Context: an optimization exercise on an open-source flow, tuned for small area and a short achievable clock period. The choices shown serve that exercise and are no tape-out recipe.
The RTL was checked by simulation tests, not by an equivalence proof against the original design.
No activity file was given, so power comes from the tool's default toggle rates.

==> flow/run.sh <==
#!/bin/bash
# synth_recipe.tcl (not shown) runs the flow's synth.tcl, then flattens the netlist and writes it again
# the make line also repeats each setting of config.mk as NAME=value (left out here)
make -C /OpenROAD-flow-scripts/flow DESIGN_CONFIG=/design/flow/config.mk WORK_HOME=/design/flow/orfs CLKGATE_MAP_FILE= SYNTH_SCRIPT=/design/flow/synth_recipe.tcl finish
==> flow/config.mk <==
export PLATFORM = sky130hd
export DESIGN_NAME = decode_stage
export DESIGN_NICKNAME = decode_stage
export VERILOG_FILES = /design/flow/design.v
export SDC_FILE = /design/flow/constraint.sdc
export NUM_CORES = 4
export LEC_CHECK = 0
export CAP_MARGIN = 20
export CORE_MARGIN = 2
export CORE_UTILIZATION = 50
export CTS_CLUSTER_DIAMETER = 100
export CTS_CLUSTER_SIZE = 20
export SETUP_SLACK_MARGIN = 1.5
export SLEW_MARGIN = 20
export SYNTH_HIERARCHICAL = 1
==> flow/constraint.sdc <==
create_clock -name core_clock -period 4.5 [get_ports {clk}]
set_input_delay 0.9000 -clock core_clock [delete_from_list [all_inputs] [get_ports {clk}]]
set_output_delay 0.9000 -clock core_clock [all_outputs]
set_load 0.01 [all_outputs]
==> flow/design.v <==
package TypesPkg;
    typedef enum logic [3:0] {
        ADD, SUB, SLL, SLT, XOR, SRL, SRA, OR, AND, ADDI, EQL
    } ALU_func_t;
    localparam logic [6:0] OP_REG    = 7'b0110011;
    localparam logic [6:0] OP_IMM    = 7'b0010011;
    localparam logic [6:0] OP_BRANCH = 7'b1100011;
    localparam logic [6:0] F7_BASE = 7'b0000000;
    localparam logic [6:0] F7_ALT  = 7'b0100000;
    typedef struct packed {
        ALU_func_t   ALU_func;
        logic [4:0]  rd;
        logic        rd_we;
        logic [31:0] imm;
        logic        illegal;
        logic        use_rs1;
        logic        use_rs2;
    } decoded_t;
endpackage
module ds_pre2 (
    input  logic [1:0] a,
    output logic [3:0] y
);
    assign y = 4'b0001 << a;
endmodule
module ds_pre3 (
    input  logic [2:0] a,
    input  logic       en,
    output logic [7:0] y
);
    assign y = en ? (8'b0000_0001 << a) : 8'b0;
endmodule
module ds_sel4 (
    input  logic [3:0] d,
    input  logic [3:0] s,
    output logic       y
);
    assign y = |(d & s);
endmodule
module ds_sel8 (
    input  logic [7:0] d,
    input  logic [7:0] s,
    output logic       y
);
    assign y = |(d & s);
endmodule
module ds_lookup (
    input  logic [4:0]  r,
    input  logic        en,
    input  logic [31:0] busy_q,
    output logic        hit
);
    logic [3:0] lo;
    logic [7:0] hi;
    logic [7:0] grp;
    ds_pre2 u_lo (.a(r[1:0]), .y(lo));
    ds_pre3 u_hi (.a(r[4:2]), .en(en), .y(hi));
    for (genvar j = 0; j < 8; j++) begin : g_grp
        ds_sel4 u_grp (.d(busy_q[4*j+3 -: 4]), .s(lo), .y(grp[j]));
    end
    ds_sel8 u_sel (.d(grp), .s(hi), .y(hit));
endmodule
module rf_aoi3 (
    input  logic [2:0] d,
    input  logic [2:0] s,
    output logic       yn
);
    assign yn = !(|(d & s));
endmodule
module rf_nand11 (
    input  logic [10:0] a,
    output logic        y
);
    assign y = !(&a);
endmodule
module rf_col (
    input  logic [31:1] d,
    input  logic [31:1] s,
    output logic        y
);
    logic [10:0] yn;
    for (genvar k = 0; k < 10; k++) begin : g_aoi
        rf_aoi3 u_aoi (.d(d[3*k+3 -: 3]), .s(s[3*k+3 -: 3]), .yn(yn[k]));
    end
    assign yn[10] = !(d[31] && s[31]);
    rf_nand11 u_nand (.a(yn), .y(y));
endmodule
module ds_legal (
    input  logic [31:0] in_instr,
    output logic        legal
);
    logic [6:0] opcode;
    logic [2:0] funct3;
    logic [6:0] funct7;
    assign opcode = in_instr[6:0];
    assign funct3 = in_instr[14:12];
    assign funct7 = in_instr[31:25];
    assign legal = ((opcode == TypesPkg::OP_REG) &&
                    (((funct7 == TypesPkg::F7_BASE) && (funct3 != 3'b011)) ||
                     ((funct7 == TypesPkg::F7_ALT) && (funct3 == 3'b000 || funct3 == 3'b101)))) ||
                   (((opcode == TypesPkg::OP_IMM) || (opcode == TypesPkg::OP_BRANCH)) &&
                    (funct3 == 3'b000));
endmodule
module ds_ready (
    input  logic in_valid,
    input  logic out_ok,
    input  logic legal,
    input  logic hit1,
    input  logic hit2,
    input  logic hit3,
    output logic in_ready,
    output logic accept
);
    assign in_ready = out_ok && !(legal && (hit1 || hit2 || hit3));
    assign accept   = in_valid && in_ready;
endmodule
module ds_issue (
    input  logic        in_valid,
    input  logic [31:0] in_instr,
    input  logic        out_valid_q,
    input  logic        out_ready,
    input  logic [31:0] busy_q,       
    output logic        in_ready,
    output logic        accept
);
    logic legal, hit1, hit2, hit3;
    ds_legal u_legal (.in_instr(in_instr), .legal(legal));
    ds_lookup u_l1 (.r(in_instr[19:15]), .en(in_valid),                 .busy_q(busy_q), .hit(hit1));
    ds_lookup u_l2 (.r(in_instr[24:20]), .en(in_valid && in_instr[5]), .busy_q(busy_q), .hit(hit2));
    ds_lookup u_l3 (.r(in_instr[11:7]),  .en(in_valid && in_instr[4]), .busy_q(busy_q), .hit(hit3));
    ds_ready u_ready (
        .in_valid (in_valid),
        .out_ok   (!out_valid_q || out_ready),
        .legal    (legal),
        .hit1     (hit1),
        .hit2     (hit2),
        .hit3     (hit3),
        .in_ready (in_ready),
        .accept   (accept)
    );
endmodule
module decode_stage (
    input  logic               clk,
    input  logic               rst_n,
    input  logic               in_valid,
    output logic               in_ready,
    input  logic [31:0]        in_instr,
    input  logic               wb_en,
    input  logic [4:0]         wb_rd,
    input  logic [31:0]        wb_data,
    output logic               out_valid,
    input  logic               out_ready,
    output logic [31:0]        r1,
    output logic [31:0]        r2,
    output logic signed [31:0] imm,
    output TypesPkg::ALU_func_t ALU_func,
    output logic [4:0]         rd,
    output logic               rd_we,
    output logic               illegal
);
    logic [6:0]  opcode;
    logic [2:0]  funct3;
    logic [6:0]  funct7;
    logic [4:0]  rs1, rs2, rdx;
    logic        f7_alt;
    logic        r_legal, i_legal, b_legal, legal;
    logic        wr_rd;
    TypesPkg::ALU_func_t func_dec;
    logic [31:0] imm_dec;
    logic [31:0] rf_r1, rf_r2;
    logic        accept, hold, ld1, ld2;
    logic [991:0] mem_q;              
    logic [31:1]  vld_q;
    logic [31:0]  busy_q;
    logic        out_valid_q;
    logic [31:0] r1_q, r2_q, imm_q;
    TypesPkg::ALU_func_t func_q;
    logic [4:0]  rd_q;
    logic        rd_we_q, illegal_q;
    assign opcode = in_instr[6:0];
    assign funct3 = in_instr[14:12];
    assign funct7 = in_instr[31:25];
    assign rs1    = in_instr[19:15];
    assign rs2    = in_instr[24:20];
    assign rdx    = in_instr[11:7];
    assign f7_alt = (funct7 == TypesPkg::F7_ALT);
    assign r_legal = (opcode == TypesPkg::OP_REG) &&
                     (((funct7 == TypesPkg::F7_BASE) && (funct3 != 3'b011)) ||
                      (f7_alt && (funct3 == 3'b000 || funct3 == 3'b101)));
    assign i_legal = (opcode == TypesPkg::OP_IMM)    && (funct3 == 3'b000);
    assign b_legal = (opcode == TypesPkg::OP_BRANCH) && (funct3 == 3'b000);
    assign legal   = r_legal || i_legal || b_legal;
    assign wr_rd   = legal && opcode[4];
    always_comb begin
        func_dec = TypesPkg::ADD;
        if (r_legal) begin
            case (funct3)
                3'b000: func_dec = f7_alt ? TypesPkg::SUB : TypesPkg::ADD;
                3'b001: func_dec = TypesPkg::SLL;
                3'b010: func_dec = TypesPkg::SLT;
                3'b100: func_dec = TypesPkg::XOR;
                3'b101: func_dec = f7_alt ? TypesPkg::SRA : TypesPkg::SRL;
                3'b110: func_dec = TypesPkg::OR;
                default: func_dec = TypesPkg::AND;
            endcase
        end else if (i_legal) begin
            func_dec = TypesPkg::ADDI;
        end else if (b_legal) begin
            func_dec = TypesPkg::EQL;
        end
    end
    assign imm_dec[31:12] = {20{(i_legal || b_legal) && in_instr[31]}};
    assign imm_dec[11]    = (i_legal && in_instr[31]) || (b_legal && in_instr[7]);
    assign imm_dec[10:5]  = {6{i_legal || b_legal}} & in_instr[30:25];
    assign imm_dec[4:1]   = ({4{i_legal}} & in_instr[24:21]) | ({4{b_legal}} & in_instr[11:8]);
    assign imm_dec[0]     = i_legal && in_instr[20];
    ds_issue u_issue (
        .in_valid    (in_valid),
        .in_instr    (in_instr),
        .out_valid_q (out_valid_q),
        .out_ready   (out_ready),
        .busy_q      (busy_q),
        .in_ready    (in_ready),
        .accept      (accept)
    );
    for (genvar i = 1; i < 32; i++) begin : g_ent
        always_ff @(posedge clk) begin
            if (wb_en && (wb_rd == i)) mem_q[32*i-1 -: 32] <= wb_data;
        end
    end
    always_ff @(posedge clk or negedge rst_n) begin
        if (!rst_n) begin
            vld_q <= '0;
        end else begin
            for (int i = 1; i < 32; i++) begin
                if (wb_en && (wb_rd == i)) vld_q[i] <= 1'b1;
            end
        end
    end
    logic [31:1] sel1, sel2;
    always_comb begin
        for (int i = 1; i < 32; i++) begin
            sel1[i] = (rs1 == i) && vld_q[i];
            sel2[i] = (rs2 == i) && vld_q[i];
        end
    end
    for (genvar b = 0; b < 32; b++) begin : g_col
        logic [31:1] col;
        for (genvar i = 1; i < 32; i++) begin : g_bit
            assign col[i] = mem_q[32*(i-1)+b];
        end
        rf_col u_c1 (.d(col), .s(sel1), .y(rf_r1[b]));
        rf_col u_c2 (.d(col), .s(sel2), .y(rf_r2[b]));
    end
    assign hold = !accept;
    assign ld1  = accept && legal;
    assign ld2  = accept && legal && opcode[5];
    always_ff @(posedge clk or negedge rst_n) begin
        if (!rst_n) begin
            busy_q <= '0;
        end else begin
            for (int i = 1; i < 32; i++) begin
                if (accept && wr_rd && (rdx == i))  busy_q[i] <= 1'b1;
                else if (wb_en && (wb_rd == i))     busy_q[i] <= 1'b0;
            end
        end
    end
    always_ff @(posedge clk or negedge rst_n) begin
        if (!rst_n) begin
            out_valid_q <= 1'b0;
            r1_q        <= '0;
            r2_q        <= '0;
            imm_q       <= '0;
            func_q      <= TypesPkg::ADD;
            rd_q        <= '0;
            rd_we_q     <= 1'b0;
            illegal_q   <= 1'b0;
        end else begin
            out_valid_q <= accept || (out_valid_q && !out_ready);
            r1_q        <= ({32{ld1}} & rf_r1) | ({32{hold}} & r1_q);
            r2_q        <= ({32{ld2}} & rf_r2) | ({32{hold}} & r2_q);
            if (accept) begin
                imm_q     <= imm_dec;
                func_q    <= func_dec;
                rd_q      <= wr_rd ? rdx : 5'd0;
                rd_we_q   <= wr_rd;
                illegal_q <= !legal;
            end
        end
    end
    assign out_valid = out_valid_q;
    assign r1        = r1_q;
    assign r2        = r2_q;
    assign imm       = $signed(imm_q);
    assign ALU_func  = func_q;
    assign rd        = rd_q;
    assign rd_we     = rd_we_q;
    assign illegal   = illegal_q;
endmodule
==> notes.md, run 1 <==
crit-path cells=buf_8, nor4_4, and3_1, nand4_1, a2111oi_4, o31ai_2, buf_4, buf_6, buf_6, buf_6, buf_6, buf_6, buf_6, buf_6, buf_6, and3_4, buf_6, buf_12, buf_16, nand2_2, o22ai_1; Hold Slack=0.295 ns; flip-flop and latch count after synthesis=1143; Final ANT Viol Nets=0; CTS H-tree lvls=3; layout cells sized above 1=0.176; Synth async-reset ratio=0.132; top cell family by delay on the critical path=buffers and inverters; buffers and inverters on the worst path=13; Core Rows=111; Worst Hold Class=input port to asynchronous set/reset pin; total track usage=0.353; register area share after synthesis=0.730; MaxCap Viol Count=0; met3 GRT Util=0.0865; area of the multi-input gates=0.0129 mm2; fmax=285 MHz; global placement routability congestion=0.951; status=no timing/DRC/antenna violations; final setup margin=0.989 ns; # port buffers=182; Final Skew=0.0332 ns; Post-Place Cells=4321; Mapped Cells=2863; startpoint class of the critical path=input port; CP max stage delay=0.47 ns; # IOs=183; CP max FO=8; Post-synth top flop=edfxtp_1; most used cell along the critical path=buf_6; die area=0.0945 mm2; CP Capture Type=flip-flop; setup TNS=0 ns; reg2reg path depth=21; Post-synth EDFFs=992; die height=307 um; clock tree from TritonCTS=yes; Required @ worst endpoint=4.98 ns; GRT Max-Usage Layer=met2; Pint=0.0151 W; clock power share=0.325; first-pass GRT wire length=239000 um; clock buffer depth=3; initial DRC count=8360; reg-to-reg critical path startpoint=busy_q[3]; Layout Nets=3337; Tcrit/Tclk final=0.780; Place WS=0.0295 ns; crit path time final=3.51 ns; Slew Limit Headroom=0.186; routing usage on met1=0.465; Slowest-stage cell, CP=a2111oi_4; Flop pwr share=0.600; fin. max-slew vios=0; vias in the first global route=33.8k; P_sw=0.00454 W; P_leak=18.2 nW; DP HPWL=97400 um; Worst-path clk slew=0.09 ns; core box area=0.0914 mm2; 1st-pass router iterations=13; Overflow after GRT=0; initial core utilization=0.503; met2 Resource Use GR=0.535; Skew-Pair Late Insertion Delay=0.65 ns; area growth from synthesis to layout=18.5%; Final Hold Fails=0; initial antenna violation count=4; kind of critical path=input port to flip-flop; clock root buffer=clkbuf_16; unrepaired setup endpoints after global routing=true; vias=34.8k; largest net degree at the start of global routing=81; routed length per instance=38.4 um; CTS Hold Buffers Added=0; post-synth cell types=58; Net Sw Frac=0.231; CP arrival=3.99 ns; Worst-Margin Slew=1.22 ns; P per Cell Area=360 mW/mm2; worst vdd ir=0.000277 V; r2r setup slk=1.08 ns; DRC=0; synth warn=7; Cell Count, Final, Fillers Out=4490; register area=0.0336 mm2; via/cell ratio=7.74; synthesized area per cell=16.1 um2; CTS buffer count=67; fill count=6835; CP Depth=21; Die X=307 um; Num Clock Sinks=1143; FF-to-FF End=busy_q[5]; Post-Syn Area=0.0460 mm2; Comb power frac=0.075; # setup viols final=0; Post-Route WL=173000 um
==> flip-flops by register name, summed over array words and instances, names as in the netlist <==
register / flops
mem_q: 992
imm_q: 13
func_q: 4
vld_q: 31
r2_q: 32
r1_q: 32
rd_we_q: 1
rd_q: 5
illegal_q: 1
busy_q: 31
out_valid_q: 1
==> layout by cell type (no fill, tap or decap), types with 73 or more instances in the layout <==
cell / synthesis / final
a222oi_1: 640 / 640
nand2_1: 177 / 135
edfxtp_1: 992 / 992
nand4_1: 134 / 134
clkdlybuf4s50_1: 0 / 130
dfrtp_1: 151 / 147
clkbuf_16: 0 / 73
buf_4: 20 / 126
nand3_1: 100 / 81
inv_1: 101 / 90
==> metrics by stage <==
stage	area [um2]	total power (W)	utilization
final	54500	0.0196	0.596
after global routing	54500	0.0201	0.596
after CTS	53800	0.0195	0.589
after detailed placement	50800	0.0132	0.556
after global placement	50800	0.0132	0.556
after floorplan	46000	0.0125	-
==> area by class of cell <==
class / instances / area share
Multi-Input combinational cell: 1561 / 0.236
Sequential cell: 1143 / 0.616
Antenna cell: 2 / 0.0000918
Clock buffer: 102 / 0.0340
Inverter: 101 / 0.00709
Timing Repair Buffer: 389 / 0.0774
Tap cell: 1186 / 0.0272
Clock inverter: 6 / 0.00202
==> how the worst max path moves through the flow <==
| stage | startpoint | endpoint |
|---|---|---|
| floorplan | wb_rd[0] | mem_q[960] |
| global placement | in_instr[4] | in_ready |
| detailed placement | in_instr[4] | in_ready |
| CTS | in_instr[29] | imm_q[1] |
| global route | in_instr[26] | r2_q[2] |
| finish | in_instr[29] | r2_q[5] |
==> what timing repair did <==
action,4_1_cts,5_1_grt
cloned,9,8
setup buffers,24,17
pin swaps,78,28
setup endpoints to repair,121,146
resized for setup,303,123
==> Yosys stat by module, one instance, submodules excluded, excerpt <==
module	cells inside	copies in the design
ds_sel4	3	24
ds_sel8	5	3
ds_issue	3	1
rf_col	1	64
ds_legal	15	1
ds_pre3	8	3
ds_ready	3	1
ds_pre2	4	3
decode_stage	1759	1
==> power by group through the flow <==
| stage | clock network (W) | logic [W] | registers, W |
|---|---|---|---|
| final | 0.00637 | 0.00148 | 0.0118 |
| after global routing | 0.00680 | 0.00151 | 0.0118 |
| after CTS | 0.00641 | 0.00134 | 0.0118 |
| after detailed placement | 0 | 0.00122 | 0.0120 |
| after global placement | 0 | 0.00120 | 0.0120 |
| after floorplan | 0 | 0.000488 | 0.0120 |
==> synth_stat cells (3+ instances only) <==
| cell | instances | area [um2] |
|---|---|---|
| nor3b_1 | 7 | 52.6 |
| o21ai_1 | 12 | 60.1 |
| nand3_1 | 100 | 500 |
| a22oi_1 | 60 | 450 |
| a32oi_1 | 5 | 43.8 |
| and3b_1 | 4 | 35.0 |
| inv_1 | 101 | 379 |
| and4_2 | 3 | 30.0 |
| and4b_1 | 3 | 30.0 |
| and2_2 | 4 | 30.0 |
| a222oi_1 | 640 | 6410 |
| edfxtp_1 | 992 | 29800 |
| buf_6 | 3 | 33.8 |
| o21ai_0 | 57 | 285 |
| and4bb_2 | 3 | 37.5 |
| nor3_1 | 5 | 25.0 |
| nor2b_1 | 16 | 100 |
| nor2_1 | 35 | 131 |
| o21ai_2 | 8 | 70.1 |
| buf_4 | 20 | 150 |
| and4b_2 | 6 | 67.6 |
| dfrtp_1 | 151 | 3780 |
| or2_2 | 18 | 113 |
| nand2b_1 | 20 | 125 |
| and2_1 | 5 | 31.3 |
| nand2_1 | 177 | 664 |
| clkbuf_1 | 36 | 135 |
| or3_1 | 67 | 419 |
| and3_1 | 67 | 419 |
| nand3b_1 | 5 | 37.5 |
| o22ai_1 | 56 | 350 |
| and4bb_1 | 6 | 75.1 |
| nor4b_2 | 3 | 45.0 |
| and2b_2 | 3 | 26.3 |
| nand4_1 | 134 | 838 |
==> routing by layer <==
metal  vias up  part of all wire
met4         0             0.068
li1      13800                 -
met2      3062              0.44
met1     17300              0.35
met3       499              0.14
met5         -                 0
==> kinds of logic (layout without fill, tap and decap cells) <==
kind of cell	count (synthesis)	in the layout	synth area share
DFF	1143	1143	0.730
other	1	5	0.0000815
muxes	1	1	0.000245
buffers and inverters	162	598	0.0153
xor gates and xnor gates	1	1	0.000190
and+or+nand+nor	702	703	0.0853
AOI/OAI and AO/OA	853	853	0.169
==> run 2, diff against run 1 <==
--- a/flow/design.v
+++ b/flow/design.v
@@ -105,14 +105,23 @@
     input  logic in_valid,
     input  logic out_ok,
     input  logic legal,
+    input  logic use_rs2,       
     input  logic hit1,
     input  logic hit2,
     input  logic hit3,
     output logic in_ready,
-    output logic accept
+    output logic accept,
+    output logic hold,          
+    output logic ld1,           
+    output logic ld2            
 );
-    assign in_ready = out_ok && !(legal && (hit1 || hit2 || hit3));
+    logic hit;
+    assign hit      = hit1 || hit2 || hit3;
+    assign in_ready = out_ok && !(legal && hit);
     assign accept   = in_valid && in_ready;
+    assign hold     = !(in_valid && out_ok && !(legal && hit));
+    assign ld1      = in_valid && out_ok && legal && !hit;
+    assign ld2      = in_valid && out_ok && use_rs2 && !hit;
 endmodule
 module ds_issue (
     input  logic        in_valid,
@@ -121,7 +130,10 @@
     input  logic        out_ready,
     input  logic [31:0] busy_q,       
     output logic        in_ready,
-    output logic        accept
+    output logic        accept,
+    output logic        hold,
+    output logic        ld1,
+    output logic        ld2
 );
     logic legal, hit1, hit2, hit3;
     ds_legal u_legal (.in_instr(in_instr), .legal(legal));
@@ -132,11 +144,15 @@
         .in_valid (in_valid),
         .out_ok   (!out_valid_q || out_ready),
         .legal    (legal),
+        .use_rs2  (legal && in_instr[5]),
         .hit1     (hit1),
         .hit2     (hit2),
         .hit3     (hit3),
         .in_ready (in_ready),
-        .accept   (accept)
+        .accept   (accept),
+        .hold     (hold),
+        .ld1      (ld1),
+        .ld2      (ld2)
     );
 endmodule
 module decode_stage (
@@ -221,7 +237,10 @@
         .out_ready   (out_ready),
         .busy_q      (busy_q),
         .in_ready    (in_ready),
-        .accept      (accept)
+        .accept      (accept),
+        .hold        (hold),
+        .ld1         (ld1),
+        .ld2         (ld2)
     );
     for (genvar i = 1; i < 32; i++) begin : g_ent
         always_ff @(posedge clk) begin
@@ -252,9 +271,6 @@
         rf_col u_c1 (.d(col), .s(sel1), .y(rf_r1[b]));
         rf_col u_c2 (.d(col), .s(sel2), .y(rf_r2[b]));
     end
-    assign hold = !accept;
-    assign ld1  = accept && legal;
-    assign ld2  = accept && legal && opcode[5];
     always_ff @(posedge clk or negedge rst_n) begin
         if (!rst_n) begin
             busy_q <= '0;
--- a/flow/config.mk
+++ b/flow/config.mk
@@ -7,9 +7,10 @@
 export LEC_CHECK = 0
 export CAP_MARGIN = 20
 export CORE_MARGIN = 2
-export CORE_UTILIZATION = 50
+export CORE_UTILIZATION = 40
 export CTS_CLUSTER_DIAMETER = 100
 export CTS_CLUSTER_SIZE = 20
+export PLACE_DENSITY = 0.5
 export SETUP_SLACK_MARGIN = 1.5
 export SLEW_MARGIN = 20
 export SYNTH_HIERARCHICAL = 1
==> notes.md, run 2 <==
Overflow after GRT=0; total track usage=0.296; Post-Route WL=178000 um; synthesized area per cell=16.7 um2; dominant cells by area after synthesis=edfxtp_1, a222oi_1, dfrtp_1, nand4_1, a22o_1; worst vdd ir=0.000266 V; fill count=9761; Synth async-reset ratio=0.132; core box area=0.114 mm2; Largest regs=mem_q (992), r1_q (32), r2_q (32); commonest cells in the netlist=edfxtp_1, a222oi_1, dfrtp_1; status=no timing/DRC/antenna violations; initial DRC count=7287; startpoint class of the critical path=input port; Layout Nets=3210; die area=0.117 mm2; commonest cells after routing, fill and taps aside=edfxtp_1, a222oi_1, nand2_1; Simple-Gate Fraction of Synth Area=0.0831; CP max FO=4; synth warn=7; post-synth cell types=54; CTS Hold Buffers Added=0; # port buffers=182; vias in the first global route=33.0k; reg2reg path depth=13; mux share of post-synthesis cell area=0; count leader, synth=edfxtp_1; Worst-Margin Slew=0.934 ns; CP Capture Type=output pin; Worst Hold Class=input port to asynchronous set/reset pin; fmax=293 MHz; CP arrival=2.51 ns; first-pass GRT wire length=247000 um; vias=33.1k; Post-Synth XOR/XNOR Area=0; initial core utilization=0.402; layout cells sized above 1=0.156; Final ANT Viol Nets=0; Tcrit/Tclk final=0.759; cell taking the most area after synthesis=edfxtp_1; Compound-Gate Fraction of Synth Area=0.176; die height=343 um; largest family of logic cells by synthesized area=compound AO/OA/AOI/OAI gates; P per Cell Area=363 mW/mm2; via/cell ratio=7.06; largest net degree at the start of global routing=67; DRC=0; Biggest register=mem_q; initial antenna violation count=1; r2r setup slk=1.57 ns; Core Rows=124; Post-synth EDFFs=992; setup TNS=0 ns; CTS buffer count=67; Required @ worst endpoint=3.60 ns; register area=0.0336 mm2; clock root buffer=clkbuf_16; kind of critical path=input port to output pin; # setup viols final=0; flip-flop and latch count after synthesis=1143; DP HPWL=107000 um; # IOs=183; Skew-Pair Late Insertion Delay=0.67 ns; Num Clock Sinks=1143; top cell type's share of synthesized area=0.650; Die X=343 um; global placement routability congestion=0.958; register area share after synthesis=0.732; most common library cell in the layout ignoring fill and taps=edfxtp_1; crit path time final=3.41 ns; MaxCap Viol Count=0; Worst-path clk slew=0.08 ns; P_leak=17.8 nW; Slew Limit Headroom=0.374; 1st-pass router iterations=13; Final Skew=0.0256 ns; Final Hold Fails=0; area of the multi-input gates=0.0124 mm2; area growth from synthesis to layout=17.5%; clock buffer depth=3; fin. max-slew vios=0; Post-synth top flop=edfxtp_1; unrepaired setup endpoints after global routing=true; Synth Area in Adders=0; CTS H-tree lvls=3; clock tree from TritonCTS=yes; Largest register FFs=992; routed length per instance=37.9 um; Post-Syn Area=0.0458 mm2; total power=0.0195 W; Mapped Cells=2749
## run 2: cell types whose count changed after synthesis, moves of 6 or more
cell      delta
o21ai_1      +6
o31ai_2      +9
o21ai_0     -34
and2_1      +13
clkbuf_1    -10
inv_1       -67
o22ai_1     -43
nand2_1     -36
a22o_1      +64
nand3_1     -19
nor2b_1     +15
o21ai_2      -8
## run 2: timing repair
| item | 4_1_cts | 5_1_grt |
|---|---|---|
| gates cloned | 1 | 1 |
| pin swaps | 39 | 46 |
| buffers inserted | 8 | 2 |
| endpoints found under the setup margin | 121 | 119 |
| gates resized for setup | 162 | 88 |
## run 2: kinds of logic after synthesis
logic type             after synthesis
AOI/OAI and AO/OA                  854
DFF                               1143
and+or+nand+nor                    665
buffers and inverters               86
other                                1
## run 2: final cells by class
type,instances,share of cell area
multi-input cells,1522,0.231
repair buffers,367,0.0713
clock inverters,4,0.000604
diodes,9,0.000418
inverters,35,0.00244
flip-flops and latches,1143,0.624
well taps,1512,0.0351
clock buffers,105,0.0354
## run 2: path summary, 6_finish.rpt
| check | startpoint | end |
|---|---|---|
| worst max-delay path | in_instr[31] | in_ready |
| worst min-delay path | rst_n | r1_q[18] |
| worst max register to register | busy_q[12] | busy_q[10] |
| worst min register to register | vld_q[12] | vld_q[12] |
| max in group asynchronous | rst_n | r1_q[2] |
| min in group core_clock | vld_q[12] | vld_q[12] |
## run 2: modules after synthesis (local to each module, per instance), excerpt
module        flops+latches  copies in the design  cells inside
ds_sel8                   0                     3             5
ds_pre2                   0                     3             4
ds_sel4                   0                    24             3
ds_issue                  0                     1             4
rf_aoi3                   0                   640             1
rf_col                    0                    64             1
ds_pre3                   0                     3             8
rf_nand11                 0                    64             4
ds_legal                  0                     1            15
decode_stage           1143                     1          1640
ds_ready                  0                     1             7
## run 2: critical path, cell delays in order
cell and delay [ns]:
buf_8 0.11, nor4_4 0.29, and3_1 0.19, nand4_1 0.14
a2111oi_4 0.31, buf_4 0.21, o31ai_4 0.08, and2_4 0.17
buf_6 0.11
## run 2: per-stage QoR
step	setup slack [ns]	utilization	cells	cell area [um2]	hold WS (ns)
2_1_floorplan	1.33	-	2751	45900	0.440
3_3_place_gp	0.114	0.452	4567	51500	0.457
3_5_place_dp	0.127	0.451	4567	51500	0.462
4_1_cts	1.07	0.470	4685	53600	0.283
5_1_grt	1.03	0.472	4688	53800	0.299
6_report	1.09	0.472	4697	53900	0.261
## run 2: layer usage
| layer | wire length [um] | part of all wire | GRT usage |
|---|---|---|---|
| met4 | 9930 | 0.056 | 0.146 |
| met5 | 0 | 0 | 0 |
| met2 | 82700 | 0.46 | 0.477 |
| met1 | 66300 | 0.37 | 0.391 |
| met3 | 18900 | 0.11 | 0.0488 |
## run 2: where the power goes
group	internal, W	switching (W)
clock network	0.00294	0.00346
logic	0.000421	0.000921
registers	0.0117	0.000100
total	0.0151	0.00448
==> run 3, diff against run 2 <==
--- a/flow/design.v
+++ b/flow/design.v
@@ -85,21 +85,71 @@
     assign yn[10] = !(d[31] && s[31]);
     rf_nand11 u_nand (.a(yn), .y(y));
 endmodule
+module ds_eq4 #(parameter logic [3:0] V = 4'd0) (
+    input  logic [3:0] a,
+    output logic       y
+);
+    assign y = (a == V);
+endmodule
+module ds_eq3 #(parameter logic [2:0] V = 3'd0) (
+    input  logic [2:0] a,
+    output logic       y
+);
+    assign y = (a == V);
+endmodule
+module ds_nor4 (
+    input  logic [3:0] a,
+    output logic       y
+);
+    assign y = !(|a);
+endmodule
+module ds_nor2 (
+    input  logic [1:0] a,
+    output logic       y
+);
+    assign y = !(|a);
+endmodule
+module ds_ib_hi (
+    input  logic [2:0] a,
+    output logic       y
+);
+    assign y = (a == 3'b001) || (a == 3'b110);
+endmodule
+module ds_r_f3 (
+    input  logic       f7b5,
+    input  logic [2:0] f3,
+    output logic       y
+);
+    assign y = f7b5 ? (f3 == 3'b000 || f3 == 3'b101) : (f3 != 3'b011);
+endmodule
+module ds_legal_and (
+    input  logic op_lo,
+    input  logic r_hi,
+    input  logic f7_hi0,
+    input  logic f7_lo0,
+    input  logic r_f3,
+    input  logic ib_hi,
+    input  logic f3_zero,
+    output logic legal
+);
+    assign legal = op_lo && ((r_hi && f7_hi0 && f7_lo0 && r_f3) || (ib_hi && f3_zero));
+endmodule
 module ds_legal (
     input  logic [31:0] in_instr,
     output logic        legal
 );
-    logic [6:0] opcode;
-    logic [2:0] funct3;
-    logic [6:0] funct7;
-    assign opcode = in_instr[6:0];
-    assign funct3 = in_instr[14:12];
-    assign funct7 = in_instr[31:25];
-    assign legal = ((opcode == TypesPkg::OP_REG) &&
-                    (((funct7 == TypesPkg::F7_BASE) && (funct3 != 3'b011)) ||
-                     ((funct7 == TypesPkg::F7_ALT) && (funct3 == 3'b000 || funct3 == 3'b101)))) ||
-                   (((opcode == TypesPkg::OP_IMM) || (opcode == TypesPkg::OP_BRANCH)) &&
-                    (funct3 == 3'b000));
+    logic op_lo, r_hi, ib_hi, f7_hi0, f7_lo0, r_f3, f3_zero;
+    ds_eq4 #(.V(4'b0011)) u_op_lo (.a(in_instr[3:0]), .y(op_lo));
+    ds_eq3 #(.V(3'b011))  u_r_hi  (.a(in_instr[6:4]), .y(r_hi));
+    ds_ib_hi              u_ib_hi (.a(in_instr[6:4]), .y(ib_hi));
+    ds_nor4               u_f7_hi (.a({in_instr[31], in_instr[29:27]}), .y(f7_hi0));
+    ds_nor2               u_f7_lo (.a(in_instr[26:25]), .y(f7_lo0));
+    ds_r_f3               u_r_f3  (.f7b5(in_instr[30]), .f3(in_instr[14:12]), .y(r_f3));
+    ds_eq3 #(.V(3'b000))  u_f3_z  (.a(in_instr[14:12]), .y(f3_zero));
+    ds_legal_and u_and (
+        .op_lo(op_lo), .r_hi(r_hi), .f7_hi0(f7_hi0), .f7_lo0(f7_lo0), .r_f3(r_f3),
+        .ib_hi(ib_hi), .f3_zero(f3_zero), .legal(legal)
+    );
 endmodule
 module ds_ready (
     input  logic in_valid,
@@ -115,13 +165,45 @@
     output logic ld1,           
     output logic ld2            
 );
+    ds_in_ready u_rdy (
+        .out_ok(out_ok), .legal(legal), .hit1(hit1), .hit2(hit2), .hit3(hit3),
+        .in_ready(in_ready)
+    );
+    ds_ctl u_ctl (
+        .in_valid(in_valid), .out_ok(out_ok), .legal(legal), .use_rs2(use_rs2),
+        .hit1(hit1), .hit2(hit2), .hit3(hit3),
+        .accept(accept), .hold(hold), .ld1(ld1), .ld2(ld2)
+    );
+endmodule
+module ds_in_ready (
+    input  logic out_ok,
+    input  logic legal,
+    input  logic hit1,
+    input  logic hit2,
+    input  logic hit3,
+    output logic in_ready
+);
+    assign in_ready = out_ok && !(legal && (hit1 || hit2 || hit3));
+endmodule
+module ds_ctl (
+    input  logic in_valid,
+    input  logic out_ok,
+    input  logic legal,
+    input  logic use_rs2,
+    input  logic hit1,
+    input  logic hit2,
+    input  logic hit3,
+    output logic accept,
+    output logic hold,
+    output logic ld1,
+    output logic ld2
+);
     logic hit;
-    assign hit      = hit1 || hit2 || hit3;
-    assign in_ready = out_ok && !(legal && hit);
-    assign accept   = in_valid && in_ready;
-    assign hold     = !(in_valid && out_ok && !(legal && hit));
-    assign ld1      = in_valid && out_ok && legal && !hit;
-    assign ld2      = in_valid && out_ok && use_rs2 && !hit;
+    assign hit    = hit1 || hit2 || hit3;
+    assign accept = in_valid && out_ok && !(legal && hit);
+    assign hold   = !accept;
+    assign ld1    = in_valid && out_ok && legal && !hit;
+    assign ld2    = in_valid && out_ok && use_rs2 && !hit;
 endmodule
 module ds_issue (
     input  logic        in_valid,
==> notes.md, run 3 <==
status=no timing/DRC/antenna violations; reg-to-reg critical path startpoint=busy_q[12]; Tcrit/Tclk final=0.738; synthesized area per cell=16.7 um2; Flop pwr share=0.597; commonest cells in the netlist=edfxtp_1, a222oi_1, dfrtp_1; Layout Nets=3226; Final ANT Viol Nets=0; synth warn=7; vias in the first global route=32.7k; global placement routability congestion=0.915; CTS Hold Buffers Added=0; Largest regs=mem_q (992), r1_q (32), r2_q (32); # IOs=183; Worst Hold Class=input port to asynchronous set/reset pin; P_leak=18.0 nW; Crit. Startpoint=in_instr[15]; CP Capture Type=output pin; Cell Count, Final, Fillers Out=4722; worst vdd ir=0.000314 V; clock tree from TritonCTS=yes; Skew-Pair Late Insertion Delay=0.68 ns; Largest register FFs=992; Overflow after GRT=0; Core Rows=124; Mapped Cells=2753; 1st-pass router iterations=14; Post-synth top flop=edfxtp_1; die area=0.117 mm2; core box area=0.114 mm2; first-pass GRT wire length=252000 um; initial DRC count=6905; Post-Place Cells=4572; Post-Syn Area=0.0459 mm2; Post-Route WL=182000 um; Top Layer Used=met4; DP HPWL=110000 um; P per Cell Area=364 mW/mm2; Pint=0.0151 W; clock buffer depth=3; most common library cell in the layout ignoring fill and taps=edfxtp_1; via/cell ratio=7.07; # setup viols final=0; cell taking the most area after synthesis=edfxtp_1; commonest cells after routing, fill and taps aside=edfxtp_1, a222oi_1, nand2_1; kind of critical path=input port to output pin; top cell type's share of synthesized area=0.649; die height=343 um; CP max FO=8; Worst-Margin Slew=1.11 ns; Net Sw Frac=0.235; MaxCap Viol Count=0; post-synth cell types=57; initial core utilization=0.402; crit path time final=3.32 ns; met3 WL post-DR=19100 um; Final Hold Fails=0; met2 wire length=84600 um; unrepaired setup endpoints after global routing=true; CP arrival=2.42 ns; Comb power frac=0.068; layout cells sized above 1=0.163; Die X=343 um; Final Skew=0.0259 ns; Synth async-reset ratio=0.132; setup TNS=0 ns; clock root buffer=clkbuf_16; DRC=0; Required @ worst endpoint=3.60 ns; vias=33.4k; total track usage=0.304; count leader, synth=edfxtp_1; register area share after synthesis=0.732; dominant cells by area after synthesis=edfxtp_1, a222oi_1, dfrtp_1, nand4_1, a22o_1; P_sw=0.00464 W; # port buffers=182; Biggest register=mem_q; Post-synth EDFFs=992; largest net degree at the start of global routing=70; area growth from synthesis to layout=18.5%; CTS buffer count=69; startpoint class of the critical path=input port; initial antenna violation count=2; CTS H-tree lvls=3; met1 WL=69100 um; fmax=301 MHz; Worst-path clk slew=0.08 ns; routed length per instance=38.5 um; clock power share=0.335; flip-flop and latch count after synthesis=1143; Num Clock Sinks=1143; fin. max-slew vios=0; Slew Limit Headroom=0.254
[run 3: timing repair]
action                                 in CTS  in global routing
cloned                                      9                  0
pin swaps                                  85                 31
endpoints found under the hold margin       0                  0
setup endpoints to repair                 121                 64
buffers inserted                           10                  1
resized for setup                         196                 31
[run 3: critical path: stages]
cell and delay, ns:
buf_6 0.11, and2_4 0.19, a22oi_1 0.17, nand2_1 0.09, a22oi_2 0.16, nand4_1 0.21
o31ai_2 0.29, and2_1 0.15, buf_2 0.13
[run 3: cell type report]
cell class                 count  area, um2
tap                         1512       1890
timing repair buffer         377       4270
antenna                        3       7.51
sequential                  1143      33600
inverter                      38        143
clock buffer                 115       1920
clock inverter                11        125
multi-input combinational   1523      12400
fill                        9746      59700
[run 3: logic make-up after synthesis]
logic type             Yosys count  share of synthesized area
other                            1                  0.0000818
buffers and inverters           89                    0.00917
DFF                           1143                      0.732
and+or+nand+nor                664                     0.0832
AOI/OAI and AO/OA              856                      0.176
[run 3: modules after synthesis, one instance, submodules excluded, a selection]
module | times used | flip-flops and latches
decode_stage | 1 | 1143
ds_pre3 | 3 | 0
ds_ctl | 1 | 0
ds_in_ready | 1 | 0
rf_aoi3 | 640 | 0
rf_col | 64 | 0
[run 3: final timing paths]
| kind | endpoint | depth (start not counted) | slack (ns) |
|---|---|---|---|
| setup / recovery | in_ready | 9 | 1.18 |
| hold / removal | r1_q[16] | 1 | 0.20 |
| setup reg to reg | busy_q[11] | 11 | 1.68 |
| hold reg to reg | vld_q[12] | 1 | 0.48 |
| max in group asynchronous | imm_q[12] | 2 | 3.31 |
| min in group core_clock | vld_q[12] | 1 | 0.48 |
[run 3: through the flow]
| step | instance area, um2 | util | total power, W | hold slack (ns) | worst slack, ns |
|---|---|---|---|---|---|
| 6_report | 54400 | 0.477 | 0.0198 | 0.203 | 1.18 |
| 5_1_grt | 54400 | 0.477 | 0.0203 | 0.215 | 1.07 |
| 4_1_cts | 54400 | 0.477 | 0.0199 | 0.193 | 1.15 |
| 3_5_place_dp | 51700 | 0.453 | 0.0133 | 0.462 | 0.0822 |
| 3_3_place_gp | 51700 | 0.453 | 0.0133 | 0.460 | 0.0434 |
| 2_1_floorplan | 45900 | - | 0.0125 | 0.440 | 1.33 |
[run 3: layer usage]
| metal | vias to the layer above | GRT usage |
|---|---|---|
| met5 | - | 0 |
| met4 | 0 | 0.136 |
| met3 | 350 | 0.0552 |
| met2 | 2405 | 0.486 |
| met1 | 17000 | 0.407 |
| li1 | 13600 | - |
[run 3: power by group through the flow]
stage / sequential, W / clock (W) / combinational [W]
floorplan: 0.0120 / 0 / 0.000472
global placement: 0.0120 / 0 / 0.00127
detailed placement: 0.0120 / 0 / 0.00129
CTS: 0.0118 / 0.00673 / 0.00134
global route: 0.0118 / 0.00708 / 0.00141
finish: 0.0118 / 0.00661 / 0.00135
==> run 4, diff against run 3 <==
--- a/flow/config.mk
+++ b/flow/config.mk
@@ -11,6 +11,6 @@
 export CTS_CLUSTER_DIAMETER = 100
 export CTS_CLUSTER_SIZE = 20
 export PLACE_DENSITY = 0.5
-export SETUP_SLACK_MARGIN = 1.5
+export SETUP_SLACK_MARGIN = 1.25
 export SLEW_MARGIN = 20
 export SYNTH_HIERARCHICAL = 1
==> notes.md, run 4 <==
unrepaired setup endpoints after global routing=true; Post-Syn Area=0.0459 mm2; crit-path cells=buf_8, and2b_4, a22oi_1, nand2_1, a22oi_2, nand4_1, o31ai_2, and2_1, buf_2; CP max stage delay=0.29 ns; initial antenna violation count=2; CP arrival=2.44 ns; Post-synth EDFFs=992; MaxCap Viol Count=0; Biggest register=mem_q; register area share after synthesis=0.732; Final Hold Fails=0; Slowest-stage cell, CP=o31ai_2; fin. max-slew vios=0; Final Instance Area=0.0536 mm2; core box area=0.114 mm2; Final Skew=0.0390 ns; Overflow after GRT=0; top cell family by delay on the critical path=simple AND/OR/NAND/NOR gates; # setup viols final=0; die height=343 um; via/cell ratio=7.14; # IOs=183; CTS Hold Buffers Added=0; count leader, synth=edfxtp_1; flip-flop and latch count after synthesis=1143; clock buffer depth=3; Skew-Pair Late Insertion Delay=0.67 ns; dominant cells by area after synthesis=edfxtp_1, a222oi_1, dfrtp_1, nand4_1, a22o_1; Worst Hold Class=input port to asynchronous set/reset pin; Cell Area, Placed=0.0514 mm2; initial core utilization=0.402; Post-Route WL=177000 um; Pint=0.0151 W; Required @ worst endpoint=3.60 ns; Core Rows=124; cell taking the most area after synthesis=edfxtp_1; Final ANT Viol Nets=0; Flop pwr share=0.601; clock power share=0.332; Worst-path clk slew=0.08 ns; clock root buffer=clkbuf_16; clock tree from TritonCTS=yes; Comb power frac=0.066; crit path time final=3.34 ns; layout cells sized above 1=0.146; initial DRC count=7165; buffers and inverters on the worst path=2; P_leak=17.8 nW; Cell Count, Final, Fillers Out=4676; synthesized area per cell=16.7 um2; largest net degree at the start of global routing=77; DRC=0; commonest cells after routing, fill and taps aside=edfxtp_1, a222oi_1, nand2_1; P per Cell Area=366 mW/mm2; # port buffers=182; die area=0.117 mm2; Post-synth top flop=edfxtp_1; CTS buffer count=69; Worst-Margin Slew=1.16 ns; Synth async-reset ratio=0.132; startpoint class of the critical path=input port; worst vdd ir=0.000220 V; routed length per instance=37.9 um; CP max FO=8; post-synth cell types=57; 1st-pass router iterations=13; fmax=299 MHz; total power=0.0196 W; global placement routability congestion=0.936; first-pass GRT wire length=245000 um; Die X=343 um; status=no timing/DRC/antenna violations; CP Capture Type=output pin; Layout Nets=3201; top cell type's share of synthesized area=0.649; Net Sw Frac=0.232; synth warn=7; Num Clock Sinks=1143; area growth from synthesis to layout=16.8%; CTS H-tree lvls=3; Largest regs=mem_q (992), r1_q (32), r2_q (32); P_sw=0.00455 W; DP HPWL=105000 um; commonest cells in the netlist=edfxtp_1, a222oi_1, dfrtp_1; most common library cell in the layout ignoring fill and taps=edfxtp_1; Mapped Cells=2753; kind of critical path=input port to output pin; Slew Limit Headroom=0.224; Hold Slack=0.225 ns; Largest register FFs=992; Tcrit/Tclk final=0.742; total track usage=0.295; vias in the first global route=33.0k; vias=33.4k; setup TNS=0 ns; Post-Place Cells=4560
-- run 4: kinds of logic after synthesis --
family,Yosys count,synth area share
other,1,0.0000818
and+or+nand+nor,664,0.0832
DFF,1143,0.732
buffers and inverters,89,0.00917
AOI/OAI and AO/OA,856,0.176
-- run 4: final cells by class --
cell class	instances	area, um2
tap	1512	1890
clock buffer	97	1900
fill	9795	60500
antenna	2	5.00
inverter	38	143
sequential	1143	33600
timing repair buffer	352	3660
clock inverter	9	111
multi-input combinational	1523	12300
-- run 4: per-stage QoR --
stage                      util  setup WS (ns)
after CTS                 0.469           1.14
final                     0.470           1.16
after floorplan               -           1.33
after detailed placement  0.451          0.164
after global placement    0.451          0.173
after global routing      0.470           1.09
-- run 4: layer usage --
| layer | vias to the layer above | share of wire | wire length (um) | GRT usage |
|---|---|---|---|---|
| li1 | 13500 | - | - | - |
| met1 | 17000 | 0.37 | 65200 | 0.385 |
| met3 | 380 | 0.11 | 19600 | 0.0575 |
| met2 | 2492 | 0.46 | 82100 | 0.463 |
| met4 | 2 | 0.059 | 10500 | 0.164 |
| met5 | - | 0.000073 | 13 | 0 |
-- run 4: what timing repair did --
item,in CTS,in global routing
buffers inserted,4,3
gates resized for setup,108,71
cloned,1,0
pin swaps,14,25
endpoints found under the hold margin,0,0
endpoints found under the setup margin,99,9
-- run 4: worst reg2reg max path: cells and delay by family (launching register included) --
kind	cells	cell delay [ns]
AOI/OAI and AO/OA	5	1.08
buffers and inverters	2	0.33
DFF	1	0.48
and+or+nand+nor	5	1.11
-- run 4: path summary, 6_finish.rpt --
path                                    from         end  slack (ns)  cells after the start
max in group asynchronous              rst_n   busy_q[1]        3.19                      2
min in group core_clock            vld_q[21]   vld_q[21]        0.48                      1
worst min register to register     vld_q[21]   vld_q[21]        0.48                      1
worst min-delay path                   rst_n    r1_q[20]        0.23                      1
worst max register to register     busy_q[4]  busy_q[11]        1.39                     12
worst max-delay path            in_instr[16]    in_ready        1.16                      9
-- run 4: modules after synthesis, one instance, submodules excluded, excerpt --
module,area [um2],times used,flip-flops and latches
rf_col,3.75,64,0
rf_nand11,23.8,64,0
ds_sel8,36.3,3,0
ds_pre2,26.3,3,0
rf_aoi3,10.0,640,0
ds_issue,25.0,1,0
ds_r_f3,26.3,1,0
ds_sel4,18.8,24,0
-- run 4: power groups by stage --
stage	Clock (W)	Sequential (W)	Combinational, W
2_1_floorplan	0	0.0120	0.000471
3_3_place_gp	0	0.0120	0.00127
3_5_place_dp	0	0.0120	0.00128
4_1_cts	0.00663	0.0118	0.00129
5_1_grt	0.00701	0.0118	0.00135
6_report	0.00652	0.0118	0.00130
==> run 5, diff against run 4 <==
==> flow/config.mk (replaced) <==
export PLATFORM = sky130hd
export DESIGN_NAME = decode_stage
export DESIGN_NICKNAME = decode_stage
export VERILOG_FILES = /design/flow/design.v
export SDC_FILE = /design/flow/constraint.sdc
export NUM_CORES = 4
export LEC_CHECK = 0
export CAP_MARGIN = 10
export CORE_MARGIN = 2
export CORE_UTILIZATION = 40
export CTS_CLUSTER_DIAMETER = 100
export CTS_CLUSTER_SIZE = 24
export PLACE_DENSITY = 0.5
export SETUP_SLACK_MARGIN = 1.5
export SLEW_MARGIN = 10
export SYNTH_HIERARCHICAL = 1
==> notes.md, run 5 <==
status=no timing/DRC/antenna violations; startpoint class of the critical path=input port; Post-Synth XOR/XNOR Area=0; via/cell ratio=7.13; Final Hold Fails=0; CP arrival=2.50 ns; area growth from synthesis to layout=17.6%; count leader, synth=edfxtp_1; commonest cells in the netlist=edfxtp_1, a222oi_1, dfrtp_1; Final Skew=0.0340 ns; Skew-Pair Late Insertion Delay=0.71 ns; total track usage=0.303; Compound-Gate Fraction of Synth Area=0.176; fill count=9810; # port buffers=182; FF-to-FF End=busy_q[12]; initial core utilization=0.402; CTS Hold Buffers Added=0; Layout Nets=3207; Simple-Gate Fraction of Synth Area=0.0832; Post-Route WL=183000 um; Mapped Cells=2753; Overflow after GRT=0; Crit. Startpoint=in_instr[14]; worst vdd ir=0.000293 V; largest family of logic cells by synthesized area=compound AO/OA/AOI/OAI gates; layout cells sized above 1=0.154; mux share of post-synthesis cell area=0; register area=0.0336 mm2; # IOs=183; register area share after synthesis=0.732; DRC=0; Core Rows=124; 1st-pass router iterations=12; P_leak=17.8 nW; GRT Max-Usage Layer=met2; Num Clock Sinks=1143; flip-flop and latch count after synthesis=1143; crit path capture=in_ready; # setup viols final=0; initial antenna violation count=2; Post-Place Cells=4572; largest net degree at the start of global routing=70; commonest cells after routing, fill and taps aside=edfxtp_1, a222oi_1, clkdlybuf4s50_1; vias=33.5k; Required @ worst endpoint=3.60 ns; synthesized area per cell=16.7 um2; fmax=294 MHz; crit path time final=3.40 ns; clock buffer depth=3; Post-Syn Area=0.0459 mm2; dominant cells by area after synthesis=edfxtp_1, a222oi_1, dfrtp_1, nand4_1, a22o_1; cell taking the most area after synthesis=edfxtp_1; unrepaired setup endpoints after global routing=true; DP HPWL=110000 um; Place WS=0.109 ns; met3 GRT Util=0.0540; CTS buffer count=56; clock root buffer=clkbuf_16; die height=343 um; synth warn=7; CP max FO=4; Synth async-reset ratio=0.132; CTS H-tree lvls=2; Post-synth EDFFs=992; Largest register FFs=992; Cell Count, Final, Fillers Out=4695; post-synth cell types=57; reg2reg path depth=11; Final ANT Viol Nets=0; Worst Hold Class=input port to asynchronous set/reset pin; routed length per instance=38.9 um; Biggest register=mem_q; initial DRC count=6985; r2r setup slk=1.56 ns; fin. max-slew vios=0; area of the multi-input gates=0.0124 mm2; Slew Limit Headroom=0.0955; Post-synth top flop=edfxtp_1; global placement routability congestion=0.915; met2 Resource Use GR=0.489; Die X=343 um; fin util=0.473; Worst-Margin Slew=1.35 ns; reg-to-reg critical path startpoint=busy_q[29]; P per Cell Area=353 mW/mm2; core box area=0.114 mm2; Worst-path clk slew=0.09 ns; kind of critical path=input port to output pin; vias in the first global route=32.5k; die area=0.117 mm2; first-pass GRT wire length=252000 um; MaxCap Viol Count=0; clock tree from TritonCTS=yes; most common library cell in the layout ignoring fill and taps=edfxtp_1; top cell type's share of synthesized area=0.649; Tcrit/Tclk final=0.755; final setup margin=1.10 ns; routing usage on met1=0.405; total power=0.0191 W; Largest regs=mem_q (992), r1_q (32), r2_q (32); Synth Area in Adders=0; CP Capture Type=output pin; setup TNS=0 ns
## run 5: metal layers
metal	share of wire	vias to the layer above
li1	-	13600
met1	0.38	17100
met2	0.47	2476
met3	0.11	328
met4	0.047	0
met5	0	-
## run 5: per-stage QoR
stage | area (um2) | hold slack, ns
floorplan | 45900 | 0.440
global placement | 51700 | 0.460
detailed placement | 51700 | 0.462
CTS | 53800 | 0.143
global route | 53900 | 0.171
finish | 54000 | 0.155
## run 5: logic make-up (layout without fill, tap and decap cells)
| group | Yosys count | after routing |
|---|---|---|
| compound gates | 856 | 856 |
| buf+inv | 89 | 512 |
| flops | 1143 | 1143 |
| other cells | 1 | 6 |
| simple gates | 664 | 666 |
## run 5: modules after synthesis, one instance, submodules excluded, excerpt
module	cells inside	flops+latches	copies in the design	cell area, um2
decode_stage	1640	1143	1	36600
ds_in_ready	2	0	1	13.8
ds_ib_hi	3	0	1	22.5
ds_sel8	5	0	3	36.3
ds_ctl	8	0	1	45.0
rf_aoi3	1	0	640	10.0
ds_nor4	1	0	1	12.5
rf_nand11	4	0	64	23.8
ds_issue	4	0	1	25.0
ds_r_f3	5	0	1	26.3
ds_pre3	8	0	3	95.1
ds_legal_and	3	0	1	17.5
## run 5: final cells by class
type | instances | area share
diodes | 3 | 0.000139
clock buffers | 95 | 0.0287
clock inverters | 10 | 0.00223
inverters | 38 | 0.00264
multi-input cells | 1525 | 0.231
flip-flops and latches | 1143 | 0.623
well taps | 1512 | 0.0351
repair buffers | 369 | 0.0779
## run 5: timing repair
item	4_1_cts	5_1_grt
gates cloned	8	1
setup endpoints to repair	120	106
resized for setup	159	59
buffers inserted	4	2
pin swaps	73	39
## run 5: worst max-delay path, cell delays in order
cell             delay (ns)
clkdlybuf4s50_1        0.47
a21oi_2                0.14
o32a_1                 0.16
nand4_1                0.12
a21boi_2               0.20
buf_6                  0.14
o31ai_2                0.06
and2_1                 0.16
buf_2                  0.13
## run 5: how the worst min path moves through the flow
| stage | from | endpoint |
|---|---|---|
| 4_1_cts | rst_n | r1_q[16] |
| 3_5_place_dp | vld_q[12] | vld_q[12] |
| 2_1_floorplan | vld_q[10] | vld_q[10] |
| 3_3_place_gp | vld_q[12] | vld_q[12] |
| 5_1_grt | rst_n | r1_q[16] |
| 6_report | rst_n | r1_q[16] |
## run 5: power breakdown
part	internal [W]	total, W	switching [W]
registers	0.0117	0.0118	0.000107
clock network	0.00241	0.00590	0.00349
logic	0.000436	0.00135	0.000918
==> run 6, diff against run 5 <==
--- a/flow/design.v
+++ b/flow/design.v
@@ -48,7 +48,8 @@
     input  logic [4:0]  r,
     input  logic        en,
     input  logic [31:0] busy_q,
-    output logic        hit
+    output logic        hit,
+    output logic        hit_c        
 );
     logic [3:0] lo;
     logic [7:0] hi;
@@ -58,7 +59,8 @@
     for (genvar j = 0; j < 8; j++) begin : g_grp
         ds_sel4 u_grp (.d(busy_q[4*j+3 -: 4]), .s(lo), .y(grp[j]));
     end
-    ds_sel8 u_sel (.d(grp), .s(hi), .y(hit));
+    ds_sel8 u_sel   (.d(grp), .s(hi), .y(hit));
+    ds_sel8 u_sel_c (.d(grp), .s(hi), .y(hit_c));
 endmodule
 module rf_aoi3 (
     input  logic [2:0] d,
@@ -159,6 +161,9 @@
     input  logic hit1,
     input  logic hit2,
     input  logic hit3,
+    input  logic hit1_c,        
+    input  logic hit2_c,
+    input  logic hit3_c,
     output logic in_ready,
     output logic accept,
     output logic hold,          
@@ -171,7 +176,7 @@
     );
     ds_ctl u_ctl (
         .in_valid(in_valid), .out_ok(out_ok), .legal(legal), .use_rs2(use_rs2),
-        .hit1(hit1), .hit2(hit2), .hit3(hit3),
+        .hit1(hit1_c), .hit2(hit2_c), .hit3(hit3_c),
         .accept(accept), .hold(hold), .ld1(ld1), .ld2(ld2)
     );
 endmodule
@@ -217,11 +222,11 @@
     output logic        ld1,
     output logic        ld2
 );
-    logic legal, hit1, hit2, hit3;
+    logic legal, hit1, hit2, hit3, hit1_c, hit2_c, hit3_c;
     ds_legal u_legal (.in_instr(in_instr), .legal(legal));
-    ds_lookup u_l1 (.r(in_instr[19:15]), .en(in_valid),                 .busy_q(busy_q), .hit(hit1));
-    ds_lookup u_l2 (.r(in_instr[24:20]), .en(in_valid && in_instr[5]), .busy_q(busy_q), .hit(hit2));
-    ds_lookup u_l3 (.r(in_instr[11:7]),  .en(in_valid && in_instr[4]), .busy_q(busy_q), .hit(hit3));
+    ds_lookup u_l1 (.r(in_instr[19:15]), .en(in_valid),                 .busy_q(busy_q), .hit(hit1), .hit_c(hit1_c));
+    ds_lookup u_l2 (.r(in_instr[24:20]), .en(in_valid && in_instr[5]), .busy_q(busy_q), .hit(hit2), .hit_c(hit2_c));
+    ds_lookup u_l3 (.r(in_instr[11:7]),  .en(in_valid && in_instr[4]), .busy_q(busy_q), .hit(hit3), .hit_c(hit3_c));
     ds_ready u_ready (
         .in_valid (in_valid),
         .out_ok   (!out_valid_q || out_ready),
@@ -230,6 +235,9 @@
         .hit1     (hit1),
         .hit2     (hit2),
         .hit3     (hit3),
+        .hit1_c   (hit1_c),
+        .hit2_c   (hit2_c),
+        .hit3_c   (hit3_c),
         .in_ready (in_ready),
         .accept   (accept),
         .hold     (hold),
==> flow/config.mk (replaced) <==
export PLATFORM = sky130hd
export DESIGN_NAME = decode_stage
export DESIGN_NICKNAME = decode_stage
export VERILOG_FILES = /design/flow/design.v
export SDC_FILE = /design/flow/constraint.sdc
export NUM_CORES = 4
export LEC_CHECK = 0
export CAP_MARGIN = 20
export CORE_MARGIN = 2
export CORE_UTILIZATION = 40
export CTS_CLUSTER_DIAMETER = 100
export CTS_CLUSTER_SIZE = 20
export PLACE_DENSITY = 0.5
export SETUP_SLACK_MARGIN = 1.5
export SLEW_MARGIN = 20
export SYNTH_HIERARCHICAL = 1
==> notes.md, run 6 <==
Cell Area, Placed=0.0515 mm2; FF-to-FF End=busy_q[5]; CP Capture Type=flip-flop; Largest register FFs=992; 1st-pass router iterations=13; Synth async-reset ratio=0.132; Num Clock Sinks=1143; initial DRC count=7498; layout cells sized above 1=0.168; DP HPWL=104000 um; Biggest register=mem_q; met3 GRT Util=0.0556; clock root buffer=clkbuf_16; core box area=0.114 mm2; Worst-path clk slew=0.10 ns; synth warn=7; Final Hold Fails=0; total track usage=0.296; die area=0.118 mm2; r2r setup slk=1.07 ns; Final ANT Viol Nets=0; unrepaired setup endpoints after global routing=true; # setup viols final=0; status=no timing/DRC/antenna violations; Post-synth EDFFs=992; P per Cell Area=358 mW/mm2; first-pass GRT wire length=247000 um; Tcrit/Tclk final=0.762; via/cell ratio=7.15; # IOs=183; commonest cells in the netlist=edfxtp_1, a222oi_1, dfrtp_1; MaxCap Viol Count=0; fin. max-slew vios=0; met2 Resource Use GR=0.468; commonest cells after routing, fill and taps aside=edfxtp_1, a222oi_1, nand2_1; vias=33.9k; initial core utilization=0.403; CP arrival=3.98 ns; final setup margin=1.07 ns; Final Instance Area=0.0546 mm2; top cell type's share of synthesized area=0.648; flip-flop and latch count after synthesis=1143; DRC=0; Largest regs=mem_q (992), r1_q (32), r2_q (32); Overflow after GRT=0; setup TNS=0 ns; register area share after synthesis=0.730; global placement routability congestion=1.01; P_leak=18.2 nW; Post-Route WL=181000 um; Worst Hold Class=input port to asynchronous set/reset pin; most common library cell in the layout ignoring fill and taps=edfxtp_1; Slew Limit Headroom=0.229; count leader, synth=edfxtp_1; die height=343 um; initial antenna violation count=6; routed length per instance=38.2 um; vias in the first global route=33.4k; crit path time final=3.43 ns; Die X=343 um; Layout Nets=3268; Final Skew=0.0364 ns; area growth from synthesis to layout=18.8%; Post-Syn Area=0.0460 mm2; GRT Max-Usage Layer=met2; cell taking the most area after synthesis=edfxtp_1; CTS buffer count=68; routing usage on met1=0.387; CTS Hold Buffers Added=0; CTS H-tree lvls=3; Worst-Margin Slew=1.15 ns; Post-synth top flop=edfxtp_1; synthesized area per cell=16.6 um2; Mapped Cells=2768; Post-Place Cells=4570; Core Rows=124; largest net degree at the start of global routing=67; kind of critical path=flip-flop to flip-flop; clock tree from TritonCTS=yes; post-synth cell types=57; reg-to-reg critical path startpoint=busy_q[14]; startpoint class of the critical path=flip-flop; # port buffers=182; Cell Count, Final, Fillers Out=4739; Skew-Pair Late Insertion Delay=0.66 ns; CP max FO=4; worst vdd ir=0.000267 V; clock buffer depth=3; reg2reg path depth=16; Required @ worst endpoint=5.05 ns; Place WS=0.122 ns; dominant cells by area after synthesis=edfxtp_1, a222oi_1, dfrtp_1, nand4_1, a22oi_1; fmax=291 MHz
run 6: changes by cell type in the layout (fill, tap and decap cells not counted), sizes merged, moves of 3 or more:
| cell | previous run | this run |
|---|---|---|
| buf | 204 | 251 |
| a22oi | 65 | 77 |
| clkdlybuf4s50 | 145 | 131 |
| inv | 43 | 39 |
| nand4 | 135 | 138 |
| bufbuf | 5 | 2 |
run 6: where the power goes:
part,internal (W),switching (W)
registers,0.0117,0.000105
clock network,0.00291,0.00347
logic,0.000444,0.000933
total,0.0150,0.00451
run 6: timing repair:
action                     CTS  global route
resized for setup          198            71
gates cloned                 5            10
buffers inserted            43             8
setup endpoints to repair  120           120
pin swaps                   93            34
run 6: logic make-up after synthesis:
kind of cell / share of synthesized area
flip-flops: 0.730
AO/OA/AOI/OAI: 0.177
AND/OR/NAND/NOR: 0.0834
buffers and inverters: 0.00914
other: 0.0000816
run 6: worst max-delay path by stage:
stage                     slack (ns)         start         end  cells past startpoint
after CTS                       1.18  in_instr[21]    in_ready                      9
after global routing            1.04     busy_q[2]   busy_q[5]                     17
after floorplan                 1.33      wb_rd[0]  mem_q[960]                      3
after detailed placement        0.12  in_instr[21]    in_ready                      9
after global placement          0.10  in_instr[21]    in_ready                      9
final                           1.07    busy_q[14]   busy_q[5]                     16
run 6: worst max-delay path: stages, from the launching register on:
cell     delay (ns)
dfrtp_1        0.48
a22oi_1        0.23
nand2_1        0.13
buf_4          0.15
buf_4          0.12
buf_4          0.12
buf_4          0.12
buf_4          0.12
a22oi_2        0.17
nand4_1        0.12
or3_4          0.42
a21oi_4        0.15
and3_4         0.20
and3_4         0.30
buf_12         0.13
a21oi_4        0.09
o31ai_2        0.26
run 6: cell type report:
| type | count | area, um2 |
|---|---|---|
| fillers | 9773 | 59600 |
| clock inverters | 6 | 85.1 |
| multi-input cells | 1540 | 12600 |
| inverters | 38 | 143 |
| clock buffers | 93 | 1820 |
| repair buffers | 403 | 4510 |
| well taps | 1512 | 1890 |
| diodes | 4 | 10.0 |
| flip-flops and latches | 1143 | 33600 |
run 6: metal layers:
metal	routed length, um	share of wire
met2	82400	0.46
met3	19900	0.11
met5	0	0
met4	11000	0.061
met1	67600	0.37
run 6: Yosys stat by module, one instance, submodules excluded, excerpt:
module,cells,area (um2),flops+latches,copies in the design
ds_sel8,5,36.3,0,6
ds_issue,4,25.0,0,1
rf_col,1,3.75,0,64
ds_in_ready,2,13.8,0,1
ds_legal_and,3,17.5,0,1
ds_nor4,1,12.5,0,1
ds_ib_hi,3,22.5,0,1
rf_aoi3,1,10.0,0,640
run 6: per-stage QoR:
stage | util | power (W) | hold slack, ns
floorplan | - | 0.0125 | 0.440
global placement | 0.451 | 0.0133 | 0.458
detailed placement | 0.451 | 0.0133 | 0.462
CTS | 0.474 | 0.0196 | 0.214
global route | 0.478 | 0.0201 | 0.252
finish | 0.478 | 0.0196 | 0.221

what the ideal ports hide:
No port has a modelled driver above. Below, the same layouts with a new extraction and two added sets of constraints. Step 1: set_driving_cell puts a clkbuf_16 on clk and a buf_2 on each other input, an assumption about the parent block. Step 2, shift: input delay + t, output delay - t, t = (earliest + latest rising clock arrival at the registers) / 2. This alone moves slack from input paths to output paths. a / b / c = no drivers / after step 1 / after step 2; a / b = the first two.
run | t, ns | setup slack, ns | hold slack, ns | slew at the worst register clock pin (ns) | worst slew at a driven data input, ns
run 1 | 0.703 | 0.989 / 1.017 / 0.314 | 0.295 / 0.267 / 0.484 | 0.09 / 0.09 | 0.07
run 2 | 0.726 | 1.085 / 1.045 / 0.724 | 0.261 / 0.226 / 0.485 | 0.09 / 0.09 | 0.08
run 3 | 0.740 | 1.177 / 1.122 / 0.745 | 0.203 / 0.174 / 0.482 | 0.09 / 0.09 | 0.06
run 4 | 0.726 | 1.160 / 1.109 / 0.583 | 0.225 / 0.190 / 0.479 | 0.10 / 0.10 | 0.05
run 5 | 0.776 | 1.103 / 1.081 / 0.728 | 0.155 / 0.120 / 0.484 | 0.10 / 0.10 | 0.05
run 6 | 0.721 | 1.069 / 1.039 / 0.366 | 0.221 / 0.186 / 0.487 | 0.10 / 0.10 | 0.07
After both steps setup and hold are still met in every run listed. The setup slack of run 6, which loses most, moves by -0.030 ns with the drivers and by -0.703 ns with both steps.
